Context: an optimization exercise on an open-source flow, tuned for small area and few clock cycles per item. The choices shown serve that exercise and are no tape-out recipe. Function was checked by simulation only, so behaviour that the tests miss may differ from the original. Power is estimated from default activity; no workload was simulated.

--- flow/design.v ---
package fqa_pkg;
   localparam int WORD_W = 32;
   localparam int FRAC_W = 8;
   localparam int STEPS_PER_CYC = 2;
   localparam int R_W = 41;
   localparam int S_W = 33;
   localparam logic [WORD_W-1:0] MAX_W = {1'b0, {(WORD_W-1){1'b1}}};
   localparam logic [WORD_W-1:0] MIN_W = {1'b1, {(WORD_W-1){1'b0}}};
   localparam logic [3:0] OP_ADD     = 4'd0;
   localparam logic [3:0] OP_SUB     = 4'd1;
   localparam logic [3:0] OP_MUL     = 4'd2;
   localparam logic [3:0] OP_DIV     = 4'd3;
   localparam logic [3:0] OP_GT      = 4'd4;
   localparam logic [3:0] OP_LT      = 4'd5;
   localparam logic [3:0] OP_GE      = 4'd6;
   localparam logic [3:0] OP_LE      = 4'd7;
   localparam logic [3:0] OP_EQ      = 4'd8;
   localparam logic [3:0] OP_NE      = 4'd9;
   localparam logic [3:0] OP_MIN     = 4'd10;
   localparam logic [3:0] OP_MAX     = 4'd11;
   localparam logic [3:0] OP_INC     = 4'd12;
   localparam logic [3:0] OP_DEC     = 4'd13;
   localparam logic [3:0] OP_TOINT   = 4'd14;
   localparam logic [3:0] OP_FROMINT = 4'd15;
endpackage
import fqa_pkg::*;
module fqa_simple_ops (
   input  logic [3:0]        kind,
   input  logic [WORD_W-1:0] a,
   input  logic [WORD_W-1:0] b,
   input  logic [WORD_W:0]   sum,
   output logic [WORD_W:0]   add_b,
   output logic              add_c,
   output logic [WORD_W-1:0] res,
   output logic              cmp,
   output logic              ovf
);
   logic              sub;
   logic [WORD_W-1:0] op2;
   logic              lt_ab, lt_ba, eq, aovf, fi_hi, fi_lo;
   always_comb begin
      sub = 1'b1;
      op2 = b;
      case (kind)
         OP_ADD: begin sub = 1'b0; op2 = b; end
         OP_INC: begin sub = 1'b1; op2 = '1; end
         OP_DEC: begin sub = 1'b0; op2 = '1; end
         default: begin sub = 1'b1; op2 = b; end
      endcase
   end
   assign add_b = {op2[WORD_W-1], op2} ^ {(WORD_W+1){sub}};
   assign add_c = sub;
   assign aovf = sum[WORD_W] != sum[WORD_W-1];
   assign eq = sum[WORD_W-1:0] == '0;
   assign lt_ab = sum[WORD_W];
   assign lt_ba = !lt_ab && !eq;
   assign fi_hi = !a[WORD_W-1] && (a[WORD_W-2:WORD_W-FRAC_W-1] != '0);
   assign fi_lo = a[WORD_W-1] && (a[WORD_W-2:WORD_W-FRAC_W-1] != '1);
   always_comb begin
      res = '0;
      cmp = 1'b0;
      ovf = 1'b0;
      case (kind)
         OP_ADD, OP_SUB, OP_INC, OP_DEC: begin
            ovf = aovf;
            res = sum[WORD_W-1:0];
         end
         OP_GT: cmp = lt_ba;
         OP_LT: cmp = lt_ab;
         OP_GE: cmp = !lt_ab;
         OP_LE: cmp = !lt_ba;
         OP_EQ: cmp = eq;
         OP_NE: cmp = !eq;
         OP_MIN: res = lt_ab ? a : b;
         OP_MAX: res = lt_ba ? a : b;
         OP_TOINT: res = {{FRAC_W{a[WORD_W-1]}}, a[WORD_W-1:FRAC_W]};
         OP_FROMINT: begin
            ovf = fi_hi || fi_lo;
            res = {a[WORD_W-FRAC_W-1:0], {FRAC_W{1'b0}}};
         end
         default: res = '0;
      endcase
   end
endmodule
import fqa_pkg::*;
module fqa_div_stage #(
   parameter bit SHARED = 1'b0
) (
   input  logic              is_div,
   input  logic              use_alt,
   input  logic [WORD_W:0]   alt_a,
   input  logic [WORD_W:0]   alt_b,
   input  logic              alt_c,
   output logic [WORD_W:0]   sum,
   input  logic [R_W-1:0]    r_in,
   input  logic [S_W-1:0]    s_in,
   input  logic              st_in,
   input  logic              q_ovf,
   input  logic [WORD_W-1:0] d,
   output logic [R_W-1:0]    r_out,
   output logic [S_W-1:0]    s_out,
   output logic              st_out
);
   localparam int HI_W = R_W - WORD_W - 1;    
   logic              x, c33, dsub;
   logic [WORD_W:0]   op2;
   logic [WORD_W+1:0] t;
   logic [HI_W-1:0]   hi;
   logic              hi_c;
   assign x = s_in[S_W-1];
   assign dsub = is_div & !r_in[WORD_W+1];
   assign op2 = ({1'b0, d} & {(WORD_W+1){is_div | x}}) ^ {(WORD_W+1){dsub}};
   logic [WORD_W:0] aa, bb;
   logic            cc;
   if (SHARED) begin : g_sh
      assign aa = use_alt ? alt_a : r_in[WORD_W:0];
      assign bb = use_alt ? alt_b : op2;
      assign cc = use_alt ? alt_c : dsub;
   end else begin : g_nsh
      assign aa = r_in[WORD_W:0];
      assign bb = op2;
      assign cc = dsub;
   end
   assign t = {1'b0, aa} + {1'b0, bb} + {{(WORD_W+1){1'b0}}, cc};
   assign sum = t[WORD_W:0];
   assign c33 = t[WORD_W+1];
   assign {hi_c, hi} = {1'b0, r_in[R_W-1:WORD_W+1]} + {{HI_W{1'b0}}, c33 & !is_div};
   assign r_out = {hi[HI_W-2:0], t[WORD_W:0], 1'b0};
   assign s_out = {s_in[S_W-2:0], is_div & !t[WORD_W]};
   assign st_out = st_in | (is_div ? (q_ovf & !t[WORD_W]) : (hi_c | hi[HI_W-1]));
endmodule
import fqa_pkg::*;
module fixed_point_q24_8_alu (
   input  logic              clock,
   input  logic              reset,
   input  logic              req_valid,
   output logic              req_ready,
   input  logic [3:0]        req_kind,
   input  logic [WORD_W-1:0] req_operand_a,
   input  logic [WORD_W-1:0] req_operand_b,
   output logic              rsp_valid,
   input  logic              rsp_ready,
   output logic [WORD_W-1:0] rsp_result_value,
   output logic              rsp_compare_flag,
   output logic              rsp_overflow_flag,
   output logic              rsp_divide_by_zero
);
   function automatic logic [WORD_W-1:0] inc_w(logic [WORD_W-1:0] x, logic c);
      logic [WORD_W-1:0] y;
      logic              cc;
      cc = c;
      for (int i = 0; i < WORD_W; i++) begin
         y[i] = x[i] ^ cc;
         cc = cc & x[i];
      end
      inc_w = y;
   endfunction
   function automatic logic [WORD_W-1:0] inc_b(logic [WORD_W-1:0] x, logic c);
      logic [WORD_W-1:0] y;
      logic              bc, cc;
      bc = c;
      for (int k = 0; k < WORD_W / 4; k++) begin
         cc = bc;
         for (int i = 0; i < 4; i++) begin
            y[4*k+i] = x[4*k+i] ^ cc;
            cc = cc & x[4*k+i];
         end
         bc = bc & (&x[4*k +: 4]);
      end
      inc_b = y;
   endfunction
   function automatic logic [WORD_W-1:0] abs_w(logic [WORD_W-1:0] x);
      logic [WORD_W-1:0] y;
      logic              seen;
      seen = 1'b0;
      for (int i = 0; i < WORD_W; i++) begin
         y[i] = x[i] ^ (x[WORD_W-1] & seen);
         seen = seen | x[i];
      end
      abs_w = y;
   endfunction
   logic              vld, busy, op_div, op_md, neg, sticky, cmp_r, dz_r;
   logic [4:0]        cnt;
   logic [R_W-1:0]    r_q;
   logic [S_W-1:0]    s_q;
   logic [WORD_W-1:0] d_q;
   logic accept;
   assign req_ready = !busy && (!vld || rsp_ready);
   assign accept = req_valid && req_ready;
   logic [WORD_W-1:0] s_res;
   logic              s_cmp, s_ovf;
   logic [WORD_W:0] sh_sum, sh_b;
   logic            sh_c;
   fqa_simple_ops u_simple (
      .kind (req_kind),
      .a    (req_operand_a),
      .b    (req_operand_b),
      .sum  (sh_sum),
      .add_b(sh_b),
      .add_c(sh_c),
      .res  (s_res),
      .cmp  (s_cmp),
      .ovf  (s_ovf)
   );
   logic              na, nb, is_mul, is_div;
   logic [WORD_W-1:0] ma, mb, a_sh, b_sh;
   logic [5:0]        la, lb, lb_e;
   logic signed [7:0] sa, n_div;
   logic [5:0]        n_mul;
   logic              mul_zero, mul_ovf, div_dz, div_zero, div_ovf;
   logic              start_mul, start_div, imm_sticky, imm_neg;
   assign na = req_operand_a[WORD_W-1];
   assign nb = req_operand_b[WORD_W-1];
   assign ma = abs_w(req_operand_a);
   assign mb = abs_w(req_operand_b);
   logic [WORD_W-1:0] av [0:4];
   logic [WORD_W-1:0] bv [0:4];
   logic [4:1]        za, zb;
   assign av[0] = ma;
   assign bv[0] = mb;
   for (genvar l = 0; l < 4; l++) begin : g_norm
      localparam int SH = 16 >> l;
      assign za[4-l] = av[l][WORD_W-1 -: SH] == '0;
      assign zb[4-l] = bv[l][WORD_W-1 -: SH] == '0;
      assign av[l+1] = za[4-l] ? {av[l][WORD_W-SH-1:0], {SH{1'b0}}} : av[l];
      assign bv[l+1] = zb[4-l] ? {bv[l][WORD_W-SH-1:0], {SH{1'b0}}} : bv[l];
   end
   assign la = (av[4][WORD_W-1:WORD_W-2] == 2'b00) ? 6'd32 : {1'b0, za, !av[4][WORD_W-1]};
   assign lb = (bv[4][WORD_W-1:WORD_W-2] == 2'b00) ? 6'd32 : {1'b0, zb, !bv[4][WORD_W-1]};
   assign is_mul = req_kind == OP_MUL;
   assign is_div = req_kind == OP_DIV;
   assign lb_e = {1'b0, zb, 1'b0};
   assign b_sh = bv[4];
   logic a_dn;
   assign a_dn = av[4][WORD_W-1] && !bv[4][WORD_W-1];
   assign a_sh = a_dn ? {2'b00, av[4][WORD_W-1:2]} : av[4];
   assign sa = $signed({3'b000, za, 1'b0}) - (a_dn ? 8'sd2 : 8'sd0);
   assign n_div = 8'sd10 - sa + $signed({2'b00, lb_e});
   logic mx_a;
   assign mx_a = za >= zb;
   assign n_mul = 6'd32 - (mx_a ? {1'b0, za, 1'b0} : lb_e);
   assign mul_zero = la[5] | lb[5];
   assign mul_ovf = (7'(la) + 7'(lb)) <= 7'd22;
   assign div_dz = lb[5];
   assign div_zero = la[5] || (n_div <= 8'sd0);
   assign div_ovf = n_div >= 8'sd37;
   assign start_mul = is_mul && !mul_zero && !mul_ovf;
   assign start_div = is_div && !div_dz && !div_zero && !div_ovf;
   assign imm_sticky = s_ovf || (is_mul && mul_ovf) || (is_div && (div_dz || div_ovf));
   assign imm_neg = (is_div && div_dz) ? na : (na ^ nb);
   logic [R_W-1:0] r_st [0:STEPS_PER_CYC];
   logic [S_W-1:0] s_st [0:STEPS_PER_CYC];
   logic           st_st [0:STEPS_PER_CYC];
   logic [WORD_W:0] sum_st [0:STEPS_PER_CYC-1];
   assign r_st[0] = r_q;
   assign s_st[0] = s_q;
   assign st_st[0] = sticky;
   assign sh_sum = sum_st[0];
   logic q_ovf [0:STEPS_PER_CYC-1];
   assign q_ovf[0] = cnt >= 5'd17;
   assign q_ovf[1] = (cnt >= 5'd18) || (!neg && cnt >= 5'd17);
   for (genvar i = 0; i < STEPS_PER_CYC; i++) begin : g_step
      fqa_div_stage #(.SHARED(i == 0)) u_step (
         .is_div (op_div),
         .use_alt(!busy),
         .alt_a  ({req_operand_a[WORD_W-1], req_operand_a}),
         .alt_b  (sh_b),
         .alt_c  (sh_c),
         .sum    (sum_st[i]),
         .r_in   (r_st[i]),
         .s_in   (s_st[i]),
         .st_in  (st_st[i]),
         .q_ovf  (q_ovf[i]),
         .d      (d_q),
         .r_out  (r_st[i+1]),
         .s_out  (s_st[i+1]),
         .st_out (st_st[i+1])
      );
   end
   always_ff @(posedge clock) begin
      if (reset) begin
         vld <= 1'b0;
         busy <= 1'b0;
      end else if (busy) begin
         if (cnt == 5'd1 || st_st[STEPS_PER_CYC]) begin
            busy <= 1'b0;
            vld <= 1'b1;
         end
      end else if (accept) begin
         busy <= start_mul || start_div;
         vld <= !(start_mul || start_div);
      end else if (rsp_ready) begin
         vld <= 1'b0;
      end
   end
   always_ff @(posedge clock) begin
      if (busy) begin
         r_q <= r_st[STEPS_PER_CYC];
         s_q <= s_st[STEPS_PER_CYC];
         sticky <= st_st[STEPS_PER_CYC];
         cnt <= cnt - 5'd1;
      end else if (accept) begin
         op_div <= is_div;
         op_md <= is_mul || is_div;
         neg <= (is_mul || is_div) ? imm_neg : (s_ovf && req_operand_a[WORD_W-1]);
         sticky <= imm_sticky;
         cmp_r <= s_cmp;
         dz_r <= is_div && div_dz;
         cnt <= is_div ? n_div[5:1] : n_mul[5:1];
         r_q <= is_div ? {(R_W-WORD_W)'(0), a_sh} : {s_res, (R_W-WORD_W)'(0)};
         s_q <= is_mul ? {(mx_a ? av[4] : b_sh), 1'b0} : '0;
         d_q <= is_div ? b_sh : mx_a ? mb : ma;
      end
   end
   logic [WORD_W-1:0] m;
   logic              rb, ovf_c, ovf;
   assign m = op_div ? s_q[S_W-1:1] : r_q[R_W-1:R_W-WORD_W];
   assign rb = op_div ? s_q[0] : r_q[R_W-WORD_W-1];
   assign ovf_c = op_md && (neg ? (m[WORD_W-1] && ((|m[WORD_W-2:0]) || rb))
                                : (m[WORD_W-1] || ((&m[WORD_W-2:0]) && rb)));
   assign ovf = sticky || ovf_c;
   assign rsp_valid = vld;
   assign rsp_result_value = ovf ? (neg ? MIN_W : MAX_W)
                                 : inc_w(m ^ {WORD_W{neg}}, neg ^ rb);
   assign rsp_compare_flag = cmp_r;
   assign rsp_overflow_flag = ovf;
   assign rsp_divide_by_zero = dz_r;
endmodule
--- flow/flow/run.sh ---
#!/bin/bash
# Standard layout, with the port buffers made of buf_2 cells.
set -e
export BUFFER_PORTS_ARGS="-buffer_cell sky130_fd_sc_hd__buf_2"
bash standard.sh > standard.log 2>&1
--- flow/standard.sh ---
#!/bin/bash
# synth_recipe.tcl (not shown) runs the flow's synth.tcl, then flattens the netlist and writes it again
# the make line also repeats each setting of config.mk as NAME=value (left out here)
make -C /OpenROAD-flow-scripts/flow DESIGN_CONFIG=/design/flow/config.mk WORK_HOME=/design/flow/orfs CLKGATE_MAP_FILE= SYNTH_SCRIPT=/design/flow/synth_recipe.tcl "${@:-finish}"
--- flow/config.mk ---
export PLATFORM = sky130hd
export DESIGN_NAME = fixed_point_q24_8_alu
export DESIGN_NICKNAME = fixed_point_q24_8_alu
export VERILOG_FILES = /design/flow/design.v
export SDC_FILE = /design/flow/constraint.sdc
export NUM_CORES = 4
export LEC_CHECK = 0
export CAP_MARGIN = 20
export CORE_MARGIN = 2
export CORE_UTILIZATION = 40
export CTS_BUF_LIST = sky130_fd_sc_hd__clkbuf_8
export SLEW_MARGIN = 20
--- flow/constraint.sdc ---
create_clock -name core_clock -period 15.0 [get_ports {clock}]
set_input_delay 3.0000 -clock core_clock [delete_from_list [all_inputs] [get_ports {clock}]]
set_output_delay 3.0000 -clock core_clock [all_outputs]
set_load 0.01 [all_outputs]
==> out/results.tsv, run 1 <==
metric	value	unit
finalWeightedCongestion	1.05	
power_leakage	0.00823	uW
setup_viol	0	
fmax	72.3	MHz
m1WireLength	42.1	mm
htree_levels	4	
worst_slack_setup_final	1.17	ns
final_util	0.435	
core.rowCount	82	
clockRootBuffer	clkbuf_8	
pwr-share-seq	0.204	
drt-pass1-iter-count	6	
r2r-start	op_div$_DFFE_PP_	
wl_met3	11.0	mm
fin_tns_setup	0	ns
setup.worst_path.class	primary input to flip-flop	
dpl.hpwl	84.6	mm
fin_worst_hold_slack	0.532	ns
height_of_the_die	228	um
grt_start_max_net_pins	81	
number_of_synthesized_flops_with_an_enable_pin	116	
share_of_total_power_consumed_by_net_switching	0.533	
synth_seq_area_share	0.177	
timing_worst_slew_pin_value	1.27	ns
clk_transition_reported_paths	0.08	ns
setup_bufs_post_cts	0	
cts-buffers-inserted	17	
cp-start-kind	primary input	
timing.critical_path.required	15.40	ns
first_global_vias	21100	
routed_wire_length_per_instance	32.5	um
slew_headroom	0.146	
met2_wirelength	46.1	mm
final.fill_count	5106	
floorplan.initialDensity	0.402	
max_stage_delay	0.61	ns
hold_path_class	flip-flop to flip-flop	
number_of_nets_produced_by_synthesis	2818	
place_worst_setup_slack	0.948	ns
placement.cell_area	21200	um^2
run_status	no timing/DRC/antenna violations	
clock_sinks	119	
synth.ff_latch_count	119	
final.period_utilization	0.922	
detailedRoute.firstIterationViolations	3161	
fin_crit	13.83	ns
final-hold-violation-count	0	
yosysWarnings	15	
design.die.area	51900	um^2
layout_common_cells	247 x nand2_1, 225 x o21ai_0, 169 x nor2_1, 169 x xnor2_1, 157 x a21oi_1	
avgViaCountPerCell	6.86	
num_io_pins	109	
post_cts_hold_buffer_count	0	
async_reset_ff_frac	0	
synthDistinctLibCells	105	
data_arrival_time_of_the_critical_path	14.22	ns
synth_area	20000	um^2
first_pass_grt_wire_length	152	mm
layout_commonest_cell	nand2_1	
worst_setup_path_startpoint	req_kind[3]	
nets	2811	
grt_residual_overflow	0	
timing.final.max_slew_violations	0	
grt_usage	0.401	
tritoncts_clock_tree	yes	
routed.top_layer	met5	
die_x	228	um
crit_path_top_delay_cell	a2111oi_0	
power.combinational.fraction	0.667	
power_density	109	nW/um^2
final.setup_skew	0.0117	ns
crit_path_max_fanout	33	
antenna_violating_nets_left	0	
synth.avg_cell_area	7.66	um^2
cts_resized	0	
clockBufferDepth	2	
min_delay_startpoint	r_q[0]$_SDFFE_PP0P_	
std_cell_core_area	49800	um^2
clk_latency	0.49	ns
rsz0062_at_grt	false	
area_delta_synth_final	8.05	%
power_frac_clock	0.129	
antenna_found_initial	8	
worstSetupEndpointType	flip-flop	
int_power	1100	uW
numPortBuffers	108	
final_layout_size_suffix_gt1_frac	0.128	
layout.cell_area.non_filler	21600	um^2
route.final.wire_length	107	mm
routed-via-count	22643	
total_switching_power	1260	uW
cap_violations	0	
syn_inst	2615	
drc	0	
max-vdd-ir-drop	53.4	uV
synth_ff_type	edfxtp_1	
==> per-stage QoR <==
stage,total power [uW],cells
2_1_floorplan,1450,2615
3_3_place_gp,1990,3258
3_5_place_dp,2000,3258
4_1_cts,2310,3290
5_1_grt,2470,3295
6_report,2360,3301
==> worst max-delay path, delay by kind of cell <==
| family | cells | cell delay, ns |
|---|---|---|
| buffers and inverters | 4 | 0.83 |
| multiplexers | 1 | 0.09 |
| AND/OR/NAND/NOR | 9 | 1.84 |
| XOR/XNOR | 1 | 0.23 |
| adder cells (fa/ha/maj) | 5 | 1.79 |
| AO/OA/AOI/OAI | 22 | 6.43 |
==> layer usage <==
| metal | global-route usage | vias to the layer above |
|---|---|---|
| met2 | 0.607 | 1505 |
| met5 | 0 | - |
| met1 | 0.508 | 10920 |
| met4 | 0.272 | 2 |
| met3 | 0.0891 | 330 |
| li1 | - | 9886 |
==> logic make-up after synthesis <==
family | Yosys count | synth area share
mux | 186 | 0.0963
simple gates | 767 | 0.184
xor+xnor | 239 | 0.105
buf+inv | 303 | 0.0603
compound gates | 870 | 0.294
fa+ha+maj | 131 | 0.0837
flops | 119 | 0.177
==> final timing paths <==
| path | to | slack, ns | cells after the start |
|---|---|---|---|
| hold / removal | r_q[0]$_SDFFE_PP0P_ | 0.53 | 2 |
| hold reg to reg | r_q[0]$_SDFFE_PP0P_ | 0.53 | 2 |
| setup reg to reg | vld$_SDFFE_PP0P_ | 3.04 | 42 |
| setup / recovery | vld$_SDFFE_PP0P_ | 1.17 | 42 |
==> cells in the mapped netlist (all sizes together), types with 33 or more instances <==
| cell | count | area, um^2 |
|---|---|---|
| edfxtp | 116 | 3480 |
| nand2 | 249 | 937 |
| o22ai | 41 | 263 |
| o31ai | 35 | 295 |
| o21ai | 240 | 1220 |
| buf | 43 | 229 |
| a221oi | 55 | 482 |
| nor2 | 174 | 672 |
| mux2i | 133 | 1330 |
| a21oi | 161 | 810 |
| a21o | 38 | 285 |
| xnor2 | 170 | 1490 |
| nand3 | 75 | 380 |
| nor4 | 34 | 234 |
| nor3 | 68 | 355 |
| clkbuf | 164 | 616 |
| mux2 | 53 | 597 |
| ha | 126 | 1580 |
| inv | 92 | 348 |
| xor2 | 69 | 604 |
| nand4 | 33 | 206 |
==> state kept, by name (all words and copies together) (netlist names) <==
name,count
r_q,41
s_q,33
d_q,32
cnt,5
busy,1
cmp_r,1
dz_r,1
neg,1
op_div,1
op_md,1
sticky,1
vld,1
==> cell type report <==
type | instances | area (um^2) | area share
multi-input combinational | 2193 | 15400 | 0.711
sequential | 119 | 3550 | 0.164
timing repair buffer | 181 | 1100 | 0.0510
tap | 672 | 841 | 0.0389
inverter | 96 | 363 | 0.0168
clock buffer | 17 | 234 | 0.0108
clock inverter | 15 | 150 | 0.00694
antenna | 8 | 20.0 | 0.000925
==> power groups by stage <==
stage / registers, uW / logic, uW / clock network, uW
floorplan: 450 / 996 / 0
global placement: 486 / 1510 / 0
detailed placement: 486 / 1510 / 0
CTS: 478 / 1520 / 306
global route: 483 / 1670 / 318
finish: 482 / 1570 / 305
Testbench counts, summed over its fixed seeds: cycles 22,591, items 16,000.
==> run 2, diff against run 1 <==
--- a/flow/config.mk
+++ b/flow/config.mk
@@ -7,6 +7,6 @@
 export LEC_CHECK = 0
 export CAP_MARGIN = 20
 export CORE_MARGIN = 2
-export CORE_UTILIZATION = 40
+export CORE_UTILIZATION = 50
 export CTS_BUF_LIST = sky130_fd_sc_hd__clkbuf_8
 export SLEW_MARGIN = 20
==> run 2 against run 1 <==
  * Design area is 1.5% lower
  * Cell count is 5.2% lower
  * Synthesized cell count stayed put
  * Sequential share of layout area is 0.25 points higher
  * Setup slack worse by 0.28 ns
  * Die area is 20% lower
  * Fmax is 2.0% lower
  * Routed wire length is 6.0% lower
  * Via count is 1.2% higher
  * Global-route usage is 7.4 points higher
  * Critical path type unchanged
  * Largest cell class unchanged
==> out/results.tsv, run 2 <==
metric	value	unit	change
run_status	no timing/DRC/antenna violations		unchanged
cell_repeated_most_along_the_worst_path	o21ai_0		
detailedRoute.firstIterationViolations	3792		was 3161
synth_common_cells	248 x nand2_1, 225 x o21ai_0, 172 x nor2_1		unchanged
synth.most_common_cell	nand2_1		unchanged
nets	2793		was 2811
setup_bufs_post_cts	0		unchanged
layout_commonest_cell	nand2_1		unchanged
grt_start_max_net_pins	76		was 81
timing.final.max_slew_violations	0		unchanged
hold_path_class	flip-flop to flip-flop		unchanged
clockBufferDepth	2		unchanged
synth.ff_latch_count	119		unchanged
max-vdd-ir-drop	48.0	uV	was 53.4 uV
data_arrival_time_of_the_critical_path	14.48	ns	was 14.22 ns
die_x	204	um	was 228 um
post_cts_hold_buffer_count	0		unchanged
first_global_vias	20845		was 21.1k
std_cell_core_area	39600	um^2	was 49800 um^2
clk_latency	0.49	ns	about the same
htree_levels	4		unchanged
floorplan.initialDensity	0.505		was 0.402
final_layout_size_suffix_gt1_frac	0.121		was 0.128
clk_transition_reported_paths	0.08	ns	about the same
antenna_found_initial	4		was 8
crit_path_top_delay_cell	a2111oi_0		unchanged
drc	0		unchanged
int_power	1120	uW	was 1100 uW
num_io_pins	109		unchanged
netlist.area_leader.share	0.174		unchanged
avgViaCountPerCell	7.32		was 6.86
multi_input_comb_area	15400	um^2	about the same
pwr-share-seq	0.208		was 0.204
power_frac_clock	0.139		was 0.129
synthDistinctLibCells	105		unchanged
fin_worst_hold_slack	0.515	ns	was 0.532 ns
setup.worst_path.class	primary input to flip-flop		unchanged
async_reset_ff_frac	0		unchanged
antenna_violating_nets_left	0		unchanged
clock_sinks	119		unchanged
layout_common_cells	247 x nand2_1, 223 x o21ai_0, 170 x xnor2_1, 169 x nor2_1, 156 x a21oi_1		was 247 x nand2_1, 225 x o21ai_0, 169 x nor2_1, 169 x xnor2_1, 157 x a21oi_1
routed-via-count	22919		was 22.6k
routed_wire_length_per_instance	32.2	um	was 32.5 um
grt_residual_overflow	0		unchanged
final.fill_count	3894		was 5106
power_density	110	nW/um^2	was 109 nW/um^2
dpl.hpwl	77.4	mm	was 84.6 mm
rsz0062_at_grt	false		unchanged
min_delay_startpoint	r_q[0]$_SDFFE_PP0P_		unchanged
syn_inst	2615		unchanged
core.rowCount	73		was 82
area_delta_synth_final	6.44	%	was 8.05%
layout_top_registers	r_q x41, s_q x33, d_q x32		unchanged
fin_tns_setup	0	ns	unchanged
cts_resized	0		unchanged
timing_worst_slew_pin_value	1.35	ns	was 1.27 ns
regToRegSetupSlack	2.76	ns	was 3.04 ns
cap_violations	0		unchanged
synth_top_area_cell	edfxtp_1		unchanged
r2r-start	op_div$_DFFE_PP_		unchanged
seq_area	3550	um^2	unchanged
worstSetupEndpointType	flip-flop		unchanged
largest_register	r_q		unchanged
clockRootBuffer	clkbuf_8		unchanged
worst_setup_path_startpoint	req_kind[3]		unchanged
fmax	70.9	MHz	was 72.3 MHz
largest_register_ffs	41		unchanged
yosysWarnings	15		unchanged
route.final.wire_length	101	mm	was 107 mm
share_of_total_power_consumed_by_net_switching	0.523		was 0.533
design.die.area	41700	um^2	was 51900 um^2
timing.critical_path.required	15.37	ns	was 15.40 ns
grt_usage	0.475		was 0.401
drt-pass1-iter-count	9		was 6
final.period_utilization	0.940		was 0.922
cts-buffers-inserted	17		unchanged
power_leakage	0.00815	uW	was 0.00823 uW
synth.avg_cell_area	7.66	um^2	unchanged
max_stage_delay	0.70	ns	was 0.61 ns
first_pass_grt_wire_length	144	mm	was 152 mm
tritoncts_clock_tree	yes		unchanged
numPortBuffers	108		unchanged
setup_viol	0		unchanged
crit_path_max_fanout	34		was 33
final.setup_skew	0.0270	ns	was 0.0117 ns
synth_area	20000	um^2	unchanged
final-hold-violation-count	0		unchanged
slew_headroom	0.0888		was 0.146
synth_seq_area_share	0.177		unchanged
number_of_synthesized_flops_with_an_enable_pin	116		unchanged
total_switching_power	1230	uW	was 1260 uW
finalWeightedCongestion	1.15		was 1.05
height_of_the_die	204	um	was 228 um
synth_ff_type	edfxtp_1		unchanged
fin_crit	14.11	ns	was 13.83 ns
cp-start-kind	primary input		unchanged
post_synth_main_area_contributors	edfxtp_1 17%, ha_1 7.9%, xnor2_1 7.4%		unchanged
power.combinational.fraction	0.653		was 0.667
number_of_nets_produced_by_synthesis	2818		unchanged
run 2: area by class of cell:
| class | count | share of cell area |
|---|---|---|
| clock buffers | 17 | 0.0110 |
| well taps | 525 | 0.0308 |
| multi-input cells | 2193 | 0.722 |
| clock inverters | 15 | 0.00833 |
| flip-flops and latches | 119 | 0.166 |
| diodes | 1 | 0.000117 |
| inverters | 96 | 0.0170 |
| repair buffers | 163 | 0.0447 |
run 2: path summary, 6_finish.rpt:
check | end | depth (start not counted)
setup reg to reg | vld$_SDFFE_PP0P_ | 41
hold reg to reg | r_q[0]$_SDFFE_PP0P_ | 2
setup / recovery | vld$_SDFFE_PP0P_ | 41
hold / removal | r_q[0]$_SDFFE_PP0P_ | 2
run 2: metal layers:
layer / global-route usage / part of all wire / wire length, um
met2: 0.681 / 0.40 / 40500
met3: 0.151 / 0.14 / 14500
met4: 0.330 / 0.090 / 9040
met1: 0.603 / 0.36 / 36700
met5: 0 / 0.00028 / 28
run 2: power by group through the flow:
stage | Combinational (uW) | Sequential (uW) | Clock, uW
6_report | 1530 | 488 | 326
2_1_floorplan | 996 | 450 | 0
5_1_grt | 1610 | 488 | 336
3_5_place_dp | 1450 | 488 | 0
4_1_cts | 1460 | 481 | 322
3_3_place_gp | 1440 | 489 | 0
run 2: kinds of logic after synthesis:
logic type,Yosys count,synth area share
flip-flops,119,0.177
buffers and inverters,303,0.0603
AND/OR/NAND/NOR,767,0.184
multiplexers,186,0.0963
adder cells (fa/ha/maj),131,0.0837
XOR/XNOR,239,0.105
AO/OA/AOI/OAI,870,0.294
run 2: stage by stage:
step / std cells / area (um^2) / total power [uW] / setup WS (ns) / util
detailed placement: 3095 / 20900 / 1940 / 0.849 / 0.527
floorplan: 2615 / 20000 / 1450 / 2.04 / -
global placement: 3095 / 20900 / 1930 / 0.994 / 0.527
global route: 3128 / 21300 / 2430 / 0.219 / 0.538
finish: 3129 / 21300 / 2340 / 0.894 / 0.538
CTS: 3127 / 21300 / 2260 / 1.30 / 0.537
run 2: worst max-delay path: cells and delay by family:
family          cells  cell delay [ns]
compound gates     23             6.58
simple gates        9             2.13
fa+ha+maj           5             1.89
buf+inv             2             0.49
xor+xnor            1             0.26
mux                 1             0.08
==> run 3, diff against run 2 <==
--- a/flow/config.mk
+++ b/flow/config.mk
@@ -9,4 +9,6 @@
 export CORE_MARGIN = 2
 export CORE_UTILIZATION = 50
 export CTS_BUF_LIST = sky130_fd_sc_hd__clkbuf_8
+export CTS_CLUSTER_DIAMETER = 150
+export CTS_CLUSTER_SIZE = 30
 export SLEW_MARGIN = 20
==> run 3 against run 2 <==
  * Core utilization did not move
  * Via count is the same
  * Still clean on timing, DRC and antenna
  * Setup slack is the same
  * Design area unchanged
  * Register-to-register slack hardly changed
  * Count of clock-buffer cells in the layout unchanged
  * Sequential share of layout area did not move
==> out/results.tsv, run 3 <==
metric	value	unit	change
finalWeightedCongestion	1.15		unchanged
crit_family	compound AO/OA/AOI/OAI gates		unchanged
detailedRoute.firstIterationViolations	3792		unchanged
design.die.area	41700	um^2	unchanged
std_cell_core_area	39600	um^2	unchanged
regToRegEndpoint	vld$_SDFFE_PP0P_		unchanged
first_global_vias	20845		unchanged
synth.avg_cell_area	7.66	um^2	unchanged
clk_latency	0.49	ns	about the same
post-place-cells	3095		unchanged
antenna_violating_nets_left	0		unchanged
setup.worst_path.class	primary input to flip-flop		unchanged
worst_slack_setup_final	0.894	ns	unchanged
layout_commonest_cell	nand2_1		unchanged
clk_transition_reported_paths	0.08	ns	about the same
power_density	110	nW/um^2	unchanged
rsz0062_at_grt	false		unchanged
first_pass_grt_wire_length	144	mm	unchanged
grt_usage	0.475		unchanged
drt-pass1-iter-count	9		unchanged
area_delta_synth_final	6.44	%	unchanged
cp-start-kind	primary input		unchanged
layout_common_cells	247 x nand2_1, 223 x o21ai_0, 170 x xnor2_1, 169 x nor2_1, 156 x a21oi_1		unchanged
cap_violations	0		unchanged
min_to	r_q[0]$_SDFFE_PP0P_		unchanged
cts-buffers-inserted	17		unchanged
antenna_found_initial	4		unchanged
final.setup_skew	0.0270	ns	unchanged
regToRegSetupSlack	2.76	ns	about the same
timing.critical_path.required	15.37	ns	about the same
post_cts_hold_buffer_count	0		unchanged
synth_top_area_cell	edfxtp_1		unchanged
routed-via-count	22919		unchanged
tritoncts_clock_tree	yes		unchanged
routed_wire_length_per_instance	32.2	um	unchanged
globalRouteMet1Util	0.603		unchanged
hold_path_class	flip-flop to flip-flop		unchanged
synth_seq_area_share	0.177		unchanged
synth_area	20000	um^2	unchanged
number_of_synthesized_flops_with_an_enable_pin	116		unchanged
largest_register_ffs	41		unchanged
largest_register	r_q		unchanged
min_delay_path_depth	2		unchanged
synth.most_common_cell	nand2_1		unchanged
grt_start_max_net_pins	76		unchanged
final.period_utilization	0.940		unchanged
fmax	70.9	MHz	unchanged
grt_use_met3	0.151		unchanged
drc	0		unchanged
fin_tns_setup	0	ns	unchanged
avgViaCountPerCell	7.32		unchanged
synth_common_cells	248 x nand2_1, 225 x o21ai_0, 172 x nor2_1		unchanged
clockRootBuffer	clkbuf_8		unchanged
final_layout_size_suffix_gt1_frac	0.121		unchanged
placement.cell_area	20900	um^2	unchanged
worstSetupEndpointType	flip-flop		unchanged
grt_residual_overflow	0		unchanged
power_leakage	0.00815	uW	unchanged
num_io_pins	109		unchanged
final.fill_count	3894		unchanged
netlist.area_leader.share	0.174		unchanged
synthDistinctLibCells	105		unchanged
synth_ff_type	edfxtp_1		unchanged
die_x	204	um	unchanged
crit_path_top_delay_cell	a2111oi_0		unchanged
place_worst_setup_slack	0.849	ns	unchanged
crit_path_max_fanout	34		unchanged
yosysWarnings	15		unchanged
cts_resized	0		unchanged
nets	2793		unchanged
height_of_the_die	204	um	unchanged
htree_levels	4		unchanged
data_arrival_time_of_the_critical_path	14.48	ns	about the same
clockBufferDepth	2		unchanged
synth.ff_latch_count	119		unchanged
final-hold-violation-count	0		unchanged
max_stage_delay	0.70	ns	about the same
async_reset_ff_frac	0		unchanged
layout.cell_area.non_filler	21300	um^2	unchanged
slew_headroom	0.0888		unchanged
global_route.peak_usage_layer	met2		unchanged
clock_sinks	119		unchanged
syn_inst	2615		unchanged
run_status	no timing/DRC/antenna violations		unchanged
final_cells	3129		unchanged
floorplan.initialDensity	0.505		unchanged
max-vdd-ir-drop	48.0	uV	unchanged
grt_use_met2	0.681		unchanged
r2r-start	op_div$_DFFE_PP_		unchanged
core.rowCount	73		unchanged
setup_viol	0		unchanged
cell_repeated_most_along_the_worst_path	o21ai_0		unchanged
numPortBuffers	108		unchanged
timing.final.max_slew_violations	0		unchanged
post_synth_main_area_contributors	edfxtp_1 17%, ha_1 7.9%, xnor2_1 7.4%		unchanged
fin_crit	14.11	ns	unchanged
number_of_nets_produced_by_synthesis	2818		unchanged
dpl.hpwl	77.4	mm	unchanged
timing_worst_slew_pin_value	1.35	ns	unchanged
worstRegToRegCells	41		unchanged
min_delay_startpoint	r_q[0]$_SDFFE_PP0P_		unchanged
critPathBufInv	2		unchanged
setup_bufs_post_cts	0		unchanged
layout_top_registers	r_q x41, s_q x33, d_q x32		unchanged
route.final.wire_length	101	mm	unchanged
run 3: cell counts after synthesis:
No cell type changed its count.
run 3: layout make-up:
cell class	instances	area, um^2	area share
Sequential cell	119	3550	0.166
Clock buffer	17	234	0.0110
Antenna cell	1	2.50	0.000117
Tap cell	525	657	0.0308
Timing Repair Buffer	163	953	0.0447
Clock inverter	15	178	0.00833
Multi-Input combinational cell	2193	15400	0.722
Inverter	96	363	0.0170
run 3: kinds of logic (layout without fill, tap and decap cells):
family,Yosys count,after routing,share of synthesized area
compound gates,870,870,0.294
xor+xnor,239,239,0.105
fa+ha+maj,131,131,0.0837
buf+inv,303,291,0.0603
flops,119,119,0.177
mux,186,186,0.0963
other cells,0,1,0
simple gates,767,767,0.184
run 3: worst max-delay path by stage:
stage	from	end	slack (ns)	cells past startpoint
after floorplan	req_kind[3]	vld$_SDFFE_PP0P_	2.04	43
after global placement	req_kind[3]	vld$_SDFFE_PP0P_	0.99	42
after detailed placement	req_kind[3]	vld$_SDFFE_PP0P_	0.85	41
after CTS	req_kind[3]	vld$_SDFFE_PP0P_	1.30	41
after global routing	req_kind[3]	vld$_SDFFE_PP0P_	0.22	41
final	req_kind[3]	vld$_SDFFE_PP0P_	0.89	41
run 3: layer usage:
layer | share of wire | up-vias | routed length (um)
met4 | 0.090 | 4 | 9040
met3 | 0.14 | 485 | 14500
li1 | - | 9823 | -
met2 | 0.40 | 1855 | 40500
met1 | 0.36 | 10752 | 36700
met5 | 0.00028 | - | 28
run 3: power by group:
part           internal (uW)  leakage, uW  switching (uW)
Combinational            534      0.00676             996
Clock                    165     0.000207             161
Sequential               418      0.00118            70.0
Total                   1120      0.00815            1230
run 3: worst register-to-register path: cells and delay by family, from the launching register on:
family / cells / cell delay (ns)
and+or+nand+nor: 9 / 1.92
muxes: 1 / 0.08
DFF: 1 / 0.90
adders and majority gates: 4 / 1.34
xor gates and xnor gates: 2 / 0.56
buffers and inverters: 3 / 1.37
AOI/OAI and AO/OA: 22 / 5.97
run 3: per-stage QoR:
| stage | util | hold slack (ns) | total power [uW] |
|---|---|---|---|
| after detailed placement | 0.527 | 0.490 | 1940 |
| after CTS | 0.537 | 0.502 | 2260 |
| after floorplan | - | 0.449 | 1450 |
| final | 0.538 | 0.515 | 2340 |
| after global placement | 0.527 | 0.494 | 1930 |
| after global routing | 0.538 | 0.537 | 2430 |
==> run 4, diff against run 3 <==
==> flow/flow/run.sh (replaced) <==
#!/bin/bash
# Standard layout, with buf_2 port buffers, and clock tree synthesis
# without the dummy loads it would add to balance the tree.
set -e
export BUFFER_PORTS_ARGS="-buffer_cell sky130_fd_sc_hd__buf_2"
export CTS_ARGS="-sink_clustering_enable -repair_clock_nets -dont_use_dummy_load -buf_list sky130_fd_sc_hd__clkbuf_8"
bash standard.sh > standard.log 2>&1
--- a/flow/config.mk
+++ b/flow/config.mk
@@ -9,6 +9,4 @@
 export CORE_MARGIN = 2
 export CORE_UTILIZATION = 50
 export CTS_BUF_LIST = sky130_fd_sc_hd__clkbuf_8
-export CTS_CLUSTER_DIAMETER = 150
-export CTS_CLUSTER_SIZE = 30
 export SLEW_MARGIN = 20
==> run 4 against run 3 <==
  * Synthesized cell count is the same
  * Routed wire length is essentially flat
  * Register-to-register slack lost 0.04 ns
  * Sequential share of layout area grew 0.14 points
  * Power shrank 4.0%
  * Largest cell class unchanged
  * Sequential power is essentially flat
  * Setup slack lost 0.12 ns
  * Area after synthesis is the same
  * Die area is the same
  * Global-route usage is essentially flat
  * Highest routed layer unchanged
  * Critical path depth is the same
==> out/results.tsv, run 4 <==
metric	value	unit	change
run_status	no timing/DRC/antenna violations		unchanged
yosysWarnings	15		unchanged
drc	0		unchanged
timing.final.max_slew_violations	0		unchanged
max-vdd-ir-drop	43.8	uV	was 48.0 uV
setup_bufs_post_cts	0		unchanged
dpl.hpwl	77.4	mm	unchanged
worstSetupEndpointType	flip-flop		unchanged
netlist.area_leader.share	0.174		unchanged
hold_path_class	flip-flop to flip-flop		unchanged
first_pass_grt_wire_length	144	mm	about the same
synth_seq_area_share	0.177		unchanged
floorplan.initialDensity	0.505		unchanged
post_synth_main_area_contributors	edfxtp_1 17%, ha_1 7.9%, xnor2_1 7.4%		unchanged
rsz0062_at_grt	false		unchanged
synth.avg_cell_area	7.66	um^2	unchanged
htree_levels	4		unchanged
routed_wire_length_per_instance	32.3	um	was 32.2 um
finalWeightedCongestion	1.15		unchanged
crit_path_max_fanout	34		unchanged
std_cell_core_area	39600	um^2	unchanged
grt_residual_overflow	0		unchanged
power_density	106	nW/um^2	was 110 nW/um^2
post-place-cells	3095		unchanged
cell_repeated_most_along_the_worst_path	o21ai_0		unchanged
slew_headroom	0.141		was 0.0888
cp-start-kind	primary input		unchanged
power_leakage	0.00806	uW	was 0.00815 uW
grt_start_max_net_pins	76		unchanged
synthDistinctLibCells	105		unchanged
synth_common_cells	248 x nand2_1, 225 x o21ai_0, 172 x nor2_1		unchanged
die_x	204	um	unchanged
setup_viol	0		unchanged
syn_inst	2615		unchanged
avgViaCountPerCell	7.35		was 7.32
fmax	70.3	MHz	was 70.9 MHz
area_delta_synth_final	5.57	%	was 6.44%
fin_worst_hold_slack	0.508	ns	was 0.515 ns
design.die.area	41700	um^2	unchanged
largest_register_ffs	41		unchanged
nets	2793		unchanged
clk_latency	0.48	ns	was 0.49 ns
final_util	0.533		was 0.538
cts_resized	0		unchanged
clockRootBuffer	clkbuf_8		unchanged
clockBufferDepth	2		unchanged
max_stage_delay	0.71	ns	was 0.70 ns
seq_area	3550	um^2	unchanged
drt-pass1-iter-count	7		was 9
antenna_violating_nets_left	0		unchanged
timing.critical_path.required	15.36	ns	was 15.37 ns
routed-via-count	22897		about the same
cts-buffers-inserted	17		unchanged
route.final.wire_length	101	mm	about the same
layout_commonest_cell	nand2_1		unchanged
final.period_utilization	0.948		was 0.940
first_global_vias	20885		was 20.8k
synth_ff_type	edfxtp_1		unchanged
cap_violations	0		unchanged
number_of_nets_produced_by_synthesis	2818		unchanged
numPortBuffers	108		unchanged
clock_sinks	119		unchanged
layout_top_registers	r_q x41, s_q x33, d_q x32		unchanged
height_of_the_die	204	um	unchanged
synth_top_area_cell	edfxtp_1		unchanged
async_reset_ff_frac	0		unchanged
fin_crit	14.23	ns	was 14.11 ns
detailedRoute.firstIterationViolations	3698		was 3792
data_arrival_time_of_the_critical_path	14.59	ns	was 14.48 ns
core.rowCount	73		unchanged
final_layout_size_suffix_gt1_frac	0.116		was 0.121
layout_common_cells	247 x nand2_1, 224 x o21ai_0, 170 x xnor2_1, 169 x nor2_1, 157 x a21oi_1		was 247 x nand2_1, 223 x o21ai_0, 170 x xnor2_1, 169 x nor2_1, 156 x a21oi_1
synth_area	20000	um^2	unchanged
antenna_found_initial	7		was 4
regToRegSetupSlack	2.72	ns	was 2.76 ns
final.setup_skew	0.0476	ns	was 0.0270 ns
synth.most_common_cell	nand2_1		unchanged
final_cells	3117		was 3129
timing_worst_slew_pin_value	1.28	ns	was 1.35 ns
tritoncts_clock_tree	yes		unchanged
number_of_synthesized_flops_with_an_enable_pin	116		unchanged
final.fill_count	3911		was 3894
grt_usage	0.475		about the same
synth.ff_latch_count	119		unchanged
final-hold-violation-count	0		unchanged
num_io_pins	109		unchanged
clk_transition_reported_paths	0.07	ns	was 0.08 ns
post_cts_hold_buffer_count	0		unchanged
fin_tns_setup	0	ns	unchanged
crit_path_top_delay_cell	a2111oi_0		unchanged
multi_input_comb_area	15400	um^2	about the same
largest_register	r_q		unchanged
setup.worst_path.class	primary input to flip-flop		unchanged
run 4: cell counts after synthesis:
Identical to the previous run, type by type.
run 4: stage by stage:
stage	worst slack, ns	area (um^2)	total power [uW]
after floorplan	2.04	20000	1450
after global placement	0.994	20900	1930
after detailed placement	0.849	20900	1940
after CTS	1.29	21100	2170
after global routing	0.187	21100	2340
final	0.773	21100	2250
run 4: path summary, 6_finish.rpt:
path	start	end	cells past startpoint
hold reg to reg	r_q[0]$_SDFFE_PP0P_	r_q[0]$_SDFFE_PP0P_	2
setup / recovery	req_kind[3]	vld$_SDFFE_PP0P_	41
setup reg to reg	op_div$_DFFE_PP_	vld$_SDFFE_PP0P_	41
hold / removal	r_q[0]$_SDFFE_PP0P_	r_q[0]$_SDFFE_PP0P_	2
run 4: routing by layer:
| layer | part of all wire | track usage | vias up |
|---|---|---|---|
| met1 | 0.37 | 0.606 | 10835 |
| li1 | - | - | 9804 |
| met5 | 0.00031 | 0.0155 | - |
| met3 | 0.14 | 0.142 | 431 |
| met2 | 0.41 | 0.686 | 1823 |
| met4 | 0.083 | 0.320 | 4 |
run 4: cell families after synthesis:
group                    Yosys count  share of synthesized area
AO/OA/AOI/OAI                    870                      0.294
XOR/XNOR                         239                      0.105
adder cells (fa/ha/maj)          131                     0.0837
buffers and inverters            303                     0.0603
flip-flops                       119                      0.177
multiplexers                     186                     0.0963
AND/OR/NAND/NOR                  767                      0.184
run 4: critical path, delay by kind of cell:
family,cells,cell delay [ns]
and+or+nand+nor,9,2.15
muxes,1,0.08
AOI/OAI and AO/OA,23,6.67
buffers and inverters,2,0.50
adders and majority gates,5,1.88
xor gates and xnor gates,1,0.26
run 4: cell type report:
class                      count  area share
multi-input combinational   2193       0.727
sequential                   119       0.168
timing repair buffer         163      0.0451
tap                          525      0.0311
inverter                      96      0.0172
clock buffer                  17      0.0111
antenna                        4    0.000473
run 4: power breakdown:
group	switching [uW]	internal [uW]	total (uW)
clock network	129	99.5	229
logic	999	534	1530
registers	69.9	418	488
==> run 5, diff against run 4 <==
==> flow/flow/run.sh (replaced) <==
#!/bin/bash
# Standard layout, with buf_2 port buffers, and after global routing a
# power-recovery pass (downsizes cells off the critical paths) followed by
# a design repair for the slews and loads it leaves.
set -e
export BUFFER_PORTS_ARGS="-buffer_cell sky130_fd_sc_hd__buf_2"
export RECOVER_POWER=100
export POST_GLOBAL_ROUTE_TCL="$(pwd)/flow/post_grt.tcl"
bash standard.sh > standard.log 2>&1
==> flow/flow/post_grt.tcl (new file) <==
# After power recovery: fix slew and capacitance again, then re-route the
# nets that changed.
global_route -start_incremental
repair_design -slew_margin $::env(SLEW_MARGIN) -cap_margin $::env(CAP_MARGIN)
detailed_placement
global_route -end_incremental
estimate_parasitics -global_routing
report_tns
report_wns
--- a/flow/config.mk
+++ b/flow/config.mk
@@ -7,6 +7,6 @@
 export LEC_CHECK = 0
 export CAP_MARGIN = 20
 export CORE_MARGIN = 2
-export CORE_UTILIZATION = 50
+export CORE_UTILIZATION = 40
 export CTS_BUF_LIST = sky130_fd_sc_hd__clkbuf_8
 export SLEW_MARGIN = 20
==> run 5 against run 4 <==
  * Sequential share of layout area down 0.33 points
  * Non-clock buffer count up 21
  * Hold slack better by 0.022 ns
  * Clock skew down 0.034 ns
  * Count of clock-buffer cells in the layout unchanged
  * First-iteration DRC count down 10%
  * Register-to-register slack worse by 0.29 ns
  * Critical endpoint unchanged
  * Highest routed layer unchanged
==> out/results.tsv, run 5 <==
metric	value	unit	change
synth.most_common_cell	nand2_1		unchanged
num_io_pins	109		unchanged
route.final.wire_length	107	mm	was 101 mm
post_cts_hold_buffer_count	0		unchanged
setup_viol	0		unchanged
fin_tns_setup	0	ns	unchanged
timing.final.max_slew_violations	0		unchanged
avgViaCountPerCell	6.84		was 7.35
hold_path_class	flip-flop to flip-flop		unchanged
antenna_found_initial	8		was 7
nets	2814		was 2793
area_delta_synth_final	7.66	%	was 5.57%
synth_top_area_cell	edfxtp_1		unchanged
place_worst_setup_slack	0.948	ns	was 0.849 ns
netlist.area_leader.share	0.174		unchanged
layout_commonest_cell	nand2_1		unchanged
grt_usage	0.401		was 0.475
largest_register_ffs	41		unchanged
critPathBufInv	4		was 2
drc	0		unchanged
final_util	0.433		was 0.533
dpl.hpwl	84.6	mm	was 77.4 mm
power_leakage	0.00813	uW	was 0.00806 uW
clk_transition_reported_paths	0.08	ns	was 0.07 ns
fmax	71.6	MHz	was 70.3 MHz
number_of_nets_produced_by_synthesis	2818		unchanged
clock_sinks	119		unchanged
detailedRoute.firstIterationViolations	3326		was 3698
max_stage_delay	0.62	ns	was 0.71 ns
cts_resized	0		unchanged
clockBufferDepth	2		unchanged
crit_family	compound AO/OA/AOI/OAI gates		unchanged
final-hold-violation-count	0		unchanged
worstSetupEndpointType	flip-flop		unchanged
tritoncts_clock_tree	yes		unchanged
power_density	109	nW/um^2	was 106 nW/um^2
synth_seq_area_share	0.177		unchanged
post_synth_main_area_contributors	edfxtp_1 17%, ha_1 7.9%, xnor2_1 7.4%		unchanged
fin_worst_hold_slack	0.530	ns	was 0.508 ns
synth.avg_cell_area	7.66	um^2	unchanged
std_cell_core_area	49800	um^2	was 39600 um^2
synth_common_cells	248 x nand2_1, 225 x o21ai_0, 172 x nor2_1		unchanged
design.die.area	51900	um^2	was 41700 um^2
routed-via-count	22579		was 22.9k
async_reset_ff_frac	0		unchanged
core.rowCount	82		was 73
final_layout_size_suffix_gt1_frac	0.112		was 0.116
grt_start_max_net_pins	81		was 76
crit_path_max_fanout	33		was 34
first_pass_grt_wire_length	152	mm	was 144 mm
number_of_synthesized_flops_with_an_enable_pin	116		unchanged
setup_bufs_post_cts	0		unchanged
syn_inst	2615		unchanged
synth_ff_type	edfxtp_1		unchanged
routed_wire_length_per_instance	32.5	um	was 32.3 um
data_arrival_time_of_the_critical_path	14.36	ns	was 14.59 ns
clockRootBuffer	clkbuf_8		unchanged
floorplan.initialDensity	0.402		was 0.505
timing.critical_path.required	15.39	ns	was 15.36 ns
drt-pass1-iter-count	6		was 7
final.period_utilization	0.932		was 0.948
cap_violations	0		unchanged
numPortBuffers	108		unchanged
cp-start-kind	primary input		unchanged
layout_common_cells	247 x nand2_1, 232 x o21ai_0, 169 x nor2_1, 169 x xnor2_1, 158 x a21oi_1		was 247 x nand2_1, 224 x o21ai_0, 170 x xnor2_1, 169 x nor2_1, 157 x a21oi_1
largest_register	r_q		unchanged
finalWeightedCongestion	1.05		was 1.15
setup.worst_path.class	primary input to flip-flop		unchanged
slew_headroom	0.141		about the same
timing_worst_slew_pin_value	1.28	ns	about the same
layout_top_registers	r_q x41, s_q x33, d_q x32		unchanged
max-vdd-ir-drop	53.5	uV	was 43.8 uV
crit_path_top_delay_cell	a2111oi_0		unchanged
run_status	no timing/DRC/antenna violations		unchanged
height_of_the_die	228	um	was 204 um
worst_slack_setup_final	1.03	ns	was 0.773 ns
first_global_vias	21100		was 20.9k
cts-buffers-inserted	17		unchanged
yosysWarnings	15		unchanged
synth_area	20000	um^2	unchanged
final.setup_skew	0.0139	ns	was 0.0476 ns
die_x	228	um	was 204 um
fin_crit	13.97	ns	was 14.23 ns
htree_levels	4		unchanged
finalPower	2350	uW	was 2250 uW
synth.ff_latch_count	119		unchanged
clk_latency	0.49	ns	was 0.48 ns
grt_residual_overflow	0		unchanged
synthDistinctLibCells	105		unchanged
antenna_violating_nets_left	0		unchanged
-- run 5: cell counts after synthesis --
Identical to the previous run, type by type.
-- run 5: stage by stage --
stage	cell area [um^2]	cells
6_report	21600	3300
4_1_cts	21600	3290
3_5_place_dp	21200	3258
3_3_place_gp	21200	3258
2_1_floorplan	20000	2615
-- run 5: worst min-delay path, delay by kind of cell, from the launching register on --
kind                   cells  cell delay [ns]
flip-flops                 1             0.35
AO/OA/AOI/OAI              1             0.07
buffers and inverters      1             0.06
-- run 5: path summary, 6_finish.rpt --
kind                            depth (start not counted)                  end                start  slack, ns
worst max-delay path                                   42     vld$_SDFFE_PP0P_          req_kind[3]       1.03
worst min-delay path                                    2  r_q[0]$_SDFFE_PP0P_  r_q[0]$_SDFFE_PP0P_       0.53
worst max register to register                         42     vld$_SDFFE_PP0P_     op_div$_DFFE_PP_       2.43
worst min register to register                          2  r_q[0]$_SDFFE_PP0P_  r_q[0]$_SDFFE_PP0P_       0.53
-- run 5: cell type report --
cell class / count / area (um^2)
antenna: 4 / 10.0
clock buffer: 17 / 234
clock inverter: 15 / 150
fill: 5142 / 28200
inverter: 96 / 363
multi-input combinational: 2193 / 15300
sequential: 119 / 3550
tap: 672 / 841
timing repair buffer: 184 / 1080
-- run 5: cells by family after synthesis --
group / after synthesis / synth area share
AO/OA/AOI/OAI: 870 / 0.294
AND/OR/NAND/NOR: 767 / 0.184
buffers and inverters: 303 / 0.0603
XOR/XNOR: 239 / 0.105
multiplexers: 186 / 0.0963
adder cells (fa/ha/maj): 131 / 0.0837
flip-flops: 119 / 0.177
-- run 5: per-layer routing --
layer | vias to the layer above | GRT usage | part of all wire
met5 | - | 0 | 0.00028
met4 | 4 | 0.272 | 0.078
met3 | 338 | 0.0891 | 0.10
met2 | 1506 | 0.607 | 0.43
met1 | 10859 | 0.508 | 0.39
li1 | 9872 | - | -
-- run 5: power by group --
| group | internal (uW) | switching (uW) |
|---|---|---|
| logic | 528 | 1030 |
| registers | 418 | 64.5 |
| clock network | 147 | 160 |
==> run 6, diff against run 5 <==
==> flow/flow/run.sh (replaced) <==
#!/bin/bash
# Standard layout, with buf_2 port buffers, clock tree synthesis without
# the dummy loads it would add to balance the tree, and after global
# routing a power-recovery pass (downsizes cells off the critical paths)
# followed by a design repair for the slews and loads it leaves.
set -e
export BUFFER_PORTS_ARGS="-buffer_cell sky130_fd_sc_hd__buf_2"
export CTS_ARGS="-sink_clustering_enable -repair_clock_nets -dont_use_dummy_load -buf_list sky130_fd_sc_hd__clkbuf_8"
export RECOVER_POWER=100
export POST_GLOBAL_ROUTE_TCL="$(pwd)/flow/post_grt.tcl"
bash standard.sh > standard.log 2>&1
--- a/flow/config.mk
+++ b/flow/config.mk
@@ -7,6 +7,6 @@
 export LEC_CHECK = 0
 export CAP_MARGIN = 20
 export CORE_MARGIN = 2
-export CORE_UTILIZATION = 40
+export CORE_UTILIZATION = 50
 export CTS_BUF_LIST = sky130_fd_sc_hd__clkbuf_8
 export SLEW_MARGIN = 20
==> run 6 against run 5 <==
  * Die area shrank 20%
  * Global-route usage grew 7.4 points
  * Design area shrank 2.0%
  * Flip-flop and latch count is the same
  * Critical endpoint unchanged
==> out/results.tsv, run 6 <==
metric	value	unit	change
run_status	no timing/DRC/antenna violations		unchanged
num_io_pins	109		unchanged
worstSetupEndpointType	flip-flop		unchanged
max-vdd-ir-drop	43.6	uV	was 53.5 uV
design.die.area	41700	um^2	was 51900 um^2
power_density	106	nW/um^2	was 109 nW/um^2
core.rowCount	73		was 82
final_layout_size_suffix_gt1_frac	0.103		was 0.112
final-hold-violation-count	0		unchanged
htree_levels	4		unchanged
synth_seq_area_share	0.177		unchanged
dpl.hpwl	77.4	mm	was 84.6 mm
crit_family	compound AO/OA/AOI/OAI gates		unchanged
worstRegToRegCells	41		was 42
critPathBufInv	2		was 4
first_global_vias	20885		was 21.1k
layout_top_registers	r_q x41, s_q x33, d_q x32		unchanged
min_to	r_q[0]$_SDFFE_PP0P_		unchanged
clockBufferDepth	2		unchanged
timing.final.max_slew_violations	0		unchanged
max_stage_delay	0.67	ns	was 0.62 ns
area_delta_synth_final	5.50	%	was 7.66%
synth.most_common_cell	nand2_1		unchanged
std_cell_core_area	39600	um^2	was 49800 um^2
timing_worst_slew_pin_value	1.21	ns	was 1.28 ns
final.period_utilization	0.949		was 0.932
regToRegSetupSlack	2.80	ns	was 2.43 ns
min_delay_path_depth	2		unchanged
nets	2800		was 2814
r2r-start	op_div$_DFFE_PP_		unchanged
slew_headroom	0.188		was 0.141
clk_latency	0.48	ns	was 0.49 ns
cts_resized	0		unchanged
route.final.wire_length	101	mm	was 107 mm
synth.avg_cell_area	7.66	um^2	unchanged
setup.worst_path.class	primary input to flip-flop		unchanged
setup_viol	0		unchanged
netlist.area_leader.share	0.174		unchanged
grt_residual_overflow	0		unchanged
number_of_synthesized_flops_with_an_enable_pin	116		unchanged
pwr-share-seq	0.217		was 0.205
synth_area	20000	um^2	unchanged
final.setup_skew	0.0472	ns	was 0.0139 ns
height_of_the_die	204	um	was 228 um
synth_top_area_cell	edfxtp_1		unchanged
post_synth_main_area_contributors	edfxtp_1 17%, ha_1 7.9%, xnor2_1 7.4%		unchanged
drt-pass1-iter-count	8		was 6
fin_crit	14.23	ns	was 13.97 ns
finalWeightedCongestion	1.15		was 1.05
power_leakage	0.00798	uW	was 0.00813 uW
crit_path_max_fanout	34		was 33
avgViaCountPerCell	7.36		was 6.84
grt_start_max_net_pins	76		was 81
largest_register	r_q		unchanged
routed-via-count	23017		was 22.6k
timing.critical_path.required	15.36	ns	was 15.39 ns
fmax	70.3	MHz	was 71.6 MHz
power.combinational.fraction	0.680		was 0.664
int_power	1050	uW	was 1090 uW
setup_bufs_post_cts	0		unchanged
yosysWarnings	15		unchanged
post_cts_hold_buffer_count	0		unchanged
die_x	204	um	was 228 um
first_pass_grt_wire_length	144	mm	was 152 mm
power_frac_clock	0.103		was 0.131
cp-start-kind	primary input		unchanged
number_of_nets_produced_by_synthesis	2818		unchanged
min_delay_startpoint	r_q[0]$_SDFFE_PP0P_		unchanged
routed_wire_length_per_instance	32.3	um	was 32.5 um
detailedRoute.firstIterationViolations	3862		was 3326
hold_path_class	flip-flop to flip-flop		unchanged
syn_inst	2615		unchanged
grt_usage	0.475		was 0.401
synth.ff_latch_count	119		unchanged
antenna_found_initial	7		was 8
floorplan.initialDensity	0.505		was 0.402
drc	0		unchanged
fin_tns_setup	0	ns	unchanged
layout_common_cells	248 x nand2_1, 229 x o21ai_0, 170 x xnor2_1, 169 x nor2_1, 157 x a21oi_1		was 247 x nand2_1, 232 x o21ai_0, 169 x nor2_1, 169 x xnor2_1, 158 x a21oi_1
largest_register_ffs	41		unchanged
async_reset_ff_frac	0		unchanged
layout_commonest_cell	nand2_1		unchanged
clock_sinks	119		unchanged
total_switching_power	1200	uW	was 1260 uW
tritoncts_clock_tree	yes		unchanged
cell_repeated_most_along_the_worst_path	o21ai_0		
data_arrival_time_of_the_critical_path	14.59	ns	was 14.36 ns
final_util	0.533		was 0.433
cts-buffers-inserted	17		unchanged
synth_ff_type	edfxtp_1		unchanged
numPortBuffers	108		unchanged
regToRegEndpoint	vld$_SDFFE_PP0P_		unchanged
crit_path_top_delay_cell	a2111oi_0		unchanged
synth_common_cells	248 x nand2_1, 225 x o21ai_0, 172 x nor2_1		unchanged
clk_transition_reported_paths	0.07	ns	was 0.08 ns
antenna_violating_nets_left	0		unchanged
clockRootBuffer	clkbuf_8		unchanged
share_of_total_power_consumed_by_net_switching	0.534		was 0.535
synthDistinctLibCells	105		unchanged
cap_violations	0		unchanged
run 6: cells by family after synthesis:
kind of cell	after synthesis	share of synthesized area
flip-flops	119	0.177
AO/OA/AOI/OAI	870	0.294
AND/OR/NAND/NOR	767	0.184
multiplexers	186	0.0963
adder cells (fa/ha/maj)	131	0.0837
XOR/XNOR	239	0.105
buffers and inverters	303	0.0603
run 6: area by class of cell:
class	instances	area [um^2]
Antenna cell	8	20.0
Clock buffer	17	234
Fill cell	3941	18500
Inverter	96	363
Multi-Input combinational cell	2193	15300
Sequential cell	119	3550
Tap cell	525	657
Timing Repair Buffer	170	973
run 6: power groups by stage:
stage	registers, uW	clock network, uW	logic [uW]
final	488	231	1520
after floorplan	450	0	996
after detailed placement	488	0	1450
after CTS	481	226	1460
after global placement	489	0	1440
run 6: worst max-delay path by stage:
stage                start  depth (start not counted)          endpoint
2_1_floorplan  req_kind[3]                         43  vld$_SDFFE_PP0P_
3_3_place_gp   req_kind[3]                         42  vld$_SDFFE_PP0P_
3_5_place_dp   req_kind[3]                         41  vld$_SDFFE_PP0P_
4_1_cts        req_kind[3]                         41  vld$_SDFFE_PP0P_
6_report       req_kind[3]                         41  vld$_SDFFE_PP0P_
run 6: routing by layer:
layer,routed length [um],vias to the layer above,GRT usage
li1,-,9839,-
met1,37200,10799,0.606
met2,40900,1900,0.686
met3,14200,473,0.142
met4,8770,6,0.320
met5,99,-,0.0155
run 6: worst register-to-register path: cells and delay by family, from the launching register on:
family / cells / cell delay, ns
buffers and inverters: 3 / 1.37
XOR/XNOR: 2 / 0.51
AO/OA/AOI/OAI: 22 / 5.96
AND/OR/NAND/NOR: 9 / 1.94
flip-flops: 1 / 0.88
multiplexers: 1 / 0.08
adder cells (fa/ha/maj): 4 / 1.33
run 6: stage by stage:
step / hold slack [ns] / power (uW) / cell area (um^2) / cells / worst slack [ns]
after floorplan: 0.449 / 1450 / 20000 / 2615 / 2.04
after global placement: 0.494 / 1930 / 20900 / 3095 / 0.994
after detailed placement: 0.490 / 1940 / 20900 / 3095 / 0.849
after CTS: 0.500 / 2170 / 21100 / 3112 / 1.29
final: 0.510 / 2240 / 21100 / 3128 / 0.765

[what the ideal ports hide]
In the flow no input, the clock included, has a driving cell. The finished layouts below were timed again as built, in two steps.
Step 1 assumes that a clkbuf_16 drives the clock port and a buf_2 every other input.
Step 2 also shifts input and output timing later by t, the mid clock arrival at the registers, as if the neighbouring blocks saw the same clock.
Slacks: ideal ports / drivers / drivers and shift; pairs: ideal ports / drivers.
run	t, ns	slack for setup (ns)	worst hold slack (ns)	clock arrival spread, ns	worst data-port slew with drivers (ns)
run 1	0.543	1.173 / 1.166 / 0.623	0.532 / 0.532 / 0.532	0.012 / 0.012	0.11
run 2	0.538	0.894 / 0.928 / 0.391	0.515 / 0.515 / 0.515	0.029 / 0.029	0.04
run 3	0.538	0.894 / 0.928 / 0.391	0.515 / 0.515 / 0.515	0.029 / 0.029	0.04
run 4	0.521	0.773 / 0.811 / 0.290	0.508 / 0.508 / 0.508	0.052 / 0.052	0.04
run 5	0.544	1.027 / 1.017 / 0.473	0.530 / 0.530 / 0.530	0.014 / 0.014	0.12
run 6	0.513	0.765 / 0.792 / 0.279	0.510 / 0.510 / 0.510	0.052 / 0.052	0.04
After both steps every run listed still meets setup and hold. The setup slack of run 5, which loses most, moves by -0.010 ns with the drivers and by -0.554 ns with both steps.
